What follows belongs to an exercise in optimizing a design on an open flow for small area, a short achievable clock period and few clock cycles per item; a production flow would make more cautious choices.

Setup of run 1:
Design dsdmnist_requant, start of the top module:
module dsdmnist_requant #(
    parameter  int unsigned ACC_W = dsdmnist_pkg::ACC_W,
    parameter  int unsigned K_W   = dsdmnist_pkg::K_W,
    parameter  int unsigned FRAC  = dsdmnist_pkg::FRAC,
    parameter  int unsigned OUT_W = dsdmnist_pkg::OUT_W,
    parameter  int unsigned NCH   = dsdmnist_pkg::NCH,
    localparam int unsigned CH_W  = $clog2(NCH)
) (
    input  logic                    i_CLK,
    input  logic                    i_RST_n,
    input  logic                    i_K_WR,
    input  logic [CH_W-1:0]         i_K_ADDR,
    input  logic [K_W-1:0]          i_K_DATA,
    input  logic                    i_RELU_EN,
    input  logic                    i_SIGNED_OUT,
    input  logic                    i_VALID,
    output logic                    o_READY,
    input  logic signed [ACC_W-1:0] i_ACC,
    input  logic [CH_W-1:0]         i_CH,
    output logic                    o_VALID,
    input  logic                    i_READY,
    output logic [OUT_W-1:0]        o_RESULT,
    output logic                    o_SAT
);
export LEC_CHECK = 0
export CAP_MARGIN = 20
export CORE_MARGIN = 2
export CORE_UTILIZATION = 40
export SLEW_MARGIN = 20
create_clock -name core_clock -period 10.0 [get_ports {i_CLK}]
run.sh (not shown) runs the stock make flow with config.mk's settings and CLKGATE_MAP_FILE= SYNTH_SCRIPT=/design/flow/synth_recipe.tcl, a recipe that flattens the netlist after the stock synthesis.
### run 1 -> run 2
diff --git a/flow/design.v b/flow/design.v
--- a/flow/design.v
+++ b/flow/design.v
@@ -61,19 +61,19 @@
     input  logic [CH_W-1:0]         i_CH,
     output logic                    o_VALID,
     input  logic                    i_READY,
     output logic [OUT_W-1:0]        o_RESULT,
     output logic                    o_SAT
 );
     localparam int unsigned PW = 58;    
     localparam int unsigned ND = 13;    
     localparam int unsigned RW = 34;    
-    localparam int unsigned NF = 4;     
+    localparam int unsigned NF = 5;     
     logic rdy_q, acc_c;
     assign acc_c   = i_VALID & rdy_q;
     assign o_READY = rdy_q;
     logic [K_W-1:0] k_c;
     logic           kv_c;
     dsdmnist_ktable #(.K_W(K_W), .NCH(NCH)) u_ktable (
         .clk_i     (i_CLK),
         .rst_ni    (i_RST_n),
         .wr_i      (i_K_WR),
@@ -1679,57 +1679,67 @@
     assign hs37 = c54_0 ^ 1'b1;
     assign hc37 = c54_0 & 1'b1;
     logic hs38, hc38;
     assign hs38 = c56_0 ^ c56_1;
     assign hc38 = c56_0 & c56_1;
     logic [PW-1:0] ra_c, rb_c, s_c;
     assign ra_c = {hc38, hs38, hc37, fc356, hc36, fc355, fc354, fc353, fc352, fc351, fc350, fc349, fc348, fc347, fc346, fc345, fc344, fc343, fc342, fc341, fc340, fc339, fc338, fc337, fc336, fc335, fc334, fc333, fc332, fc331, fc330, fc329, fc328, fc327, fc326, fc325, fc324, fc323, fc322, fc321, fc320, fc319, fc318, fc317, hc35, hc34, hc33, hc32, hc31, hc30, hc29, hc28, hs28, c4_0, c3_0, c2_0, c1_0, c0_0};
     assign rb_c = {c57_0, 1'b1, c55_0, hs37, fs356, hs36, fs355, fs354, fs353, fs352, fs351, fs350, fs349, fs348, fs347, fs346, fs345, fs344, fs343, fs342, fs341, fs340, fs339, fs338, fs337, fs336, fs335, fs334, fs333, fs332, fs331, fs330, fs329, fs328, fs327, fs326, fs325, fs324, fs323, fs322, fs321, fs320, fs319, fs318, fs317, hs35, hs34, hs33, hs32, hs31, hs30, hs29, c5_2, 1'b0, 1'b0, 1'b0, 1'b0, c0_1};
     assign s_c  = ra_c + rb_c;
+    logic              v3_q, sgn3_q;
+    logic [PW-1:32]    s3_q;
+    always_ff @(posedge i_CLK or negedge i_RST_n) begin
+        if (!i_RST_n) v3_q <= 1'b0;
+        else          v3_q <= v2_q;
+    end
+    always_ff @(posedge i_CLK) begin
+        sgn3_q <= sgn2_q;
+        s3_q   <= s_c[PW-1:32];
+    end
     logic             ok_c, sat_c;
     logic [OUT_W-1:0] res_c;
     always_comb begin
-        if (sgn2_q) begin
-            ok_c  = (s_c[PW-1:39] == '0) | (s_c[PW-1:39] == '1);
-            res_c = s_c[PW-1] ? 8'h80 : 8'h7f;
+        if (sgn3_q) begin
+            ok_c  = (s3_q[PW-1:39] == '0) | (s3_q[PW-1:39] == '1);
+            res_c = s3_q[PW-1] ? 8'h80 : 8'h7f;
         end else begin
-            ok_c  = (s_c[PW-1:40] == '0);
-            res_c = s_c[PW-1] ? 8'h00 : 8'hff;
+            ok_c  = (s3_q[PW-1:40] == '0);
+            res_c = s3_q[PW-1] ? 8'h00 : 8'hff;
         end
         sat_c = ~ok_c;
-        if (ok_c) res_c = s_c[39:32];
+        if (ok_c) res_c = s3_q[39:32];
     end
     localparam int unsigned FD = NF - 1;
     localparam int unsigned PB = (FD > 1) ? $clog2(FD) : 1;
     localparam int unsigned CB = $clog2(NF + 1);
     logic [OUT_W:0] fifo_q [FD];
     logic [PB-1:0]  rp_q, wp_q;
     logic [CB-1:0]  fc_q, cnt_q, cnt_n;
     logic           ov_q;
     logic [OUT_W-1:0] ores_q;
     logic           osat_q;
     logic           pop_c, load_c, fempty_c, fwr_c, frd_c;
     assign pop_c    = ov_q & i_READY;
     assign load_c   = ~ov_q | i_READY;
     assign fempty_c = (fc_q == 0);
     assign frd_c    = load_c & ~fempty_c;
-    assign fwr_c    = v2_q & ~(load_c & fempty_c);
+    assign fwr_c    = v3_q & ~(load_c & fempty_c);
     assign cnt_n    = cnt_q + CB'(acc_c) - CB'(pop_c);
     always_ff @(posedge i_CLK or negedge i_RST_n) begin
         if (!i_RST_n) begin
             ov_q  <= 1'b0;
             rp_q  <= '0;
             wp_q  <= '0;
             fc_q  <= '0;
             cnt_q <= '0;
             rdy_q <= 1'b0;
         end else begin
-            if (load_c) ov_q <= ~fempty_c | v2_q;
+            if (load_c) ov_q <= ~fempty_c | v3_q;
             if (frd_c) rp_q <= (rp_q == PB'(FD - 1)) ? '0 : rp_q + 1'b1;
             if (fwr_c) wp_q <= (wp_q == PB'(FD - 1)) ? '0 : wp_q + 1'b1;
             fc_q  <= fc_q + CB'(fwr_c) - CB'(frd_c);
             cnt_q <= cnt_n;
             rdy_q <= (cnt_n < CB'(NF));
         end
     end
     always_ff @(posedge i_CLK) begin
         if (fwr_c) fifo_q[wp_q] <= {sat_c, res_c};
[summary]
Clock sink count on run 2 is up relative to run 1. Count of clock-buffer cells in the layout went up by a few percent going from run 1 to run 2. Run 2 completed end to end with timing, DRC and antenna clean. Lower final worst setup slack was reported by run 1, not run 2. Compared to run 1, run 2 has layout cell share with drive strength beyond 1 0.78 points higher. Run 2 vs run 1: overall die area up slightly. Run comparison: run 2 slowest cell on the critical path buf_4; run 1 slowest cell on the critical path or2_1. Changes observed in run 2 relative to run 1: global routing usage on met3 fell by 0.89 points; first-iteration DRC count fell by 22%.
No functional check of the RTL was part of any run of this note.

[afterwards: timing with drivers on the ports]
How much do the figures lean on ideal ports? The routed layouts below were timed once more, with nothing changed but the port constraints. Step 1: set_driving_cell puts a clkbuf_16 on i_CLK and a buf_2 on each other input, an assumption about the parent block. Step 2 times the ports against the registers' clock, not the clock port: input delays grow and output delays shrink by t, the midpoint of the rising clock arrivals with the driver on. Three values: ideal ports, drivers, drivers and shift; two values: the first two.
run | t, ns | setup WS [ns] | hold slack, ns | slew at the worst register clock pin (ns) | worst slew at a driven data input, ns
run 1 | 0.759 | 4.160 / 4.160 / 4.160 | 0.339 / 0.339 / 0.339 | 0.07 / 0.07 | 0.12
run 2 | 0.763 | 5.399 / 5.427 / 4.664 | 0.331 / 0.331 / 0.331 | 0.07 / 0.07 | 0.11
After both steps every run listed still meets setup and hold. For run 2, which loses most, drivers alone change the setup slack by +0.028 ns; drivers and shift together by -0.735 ns.
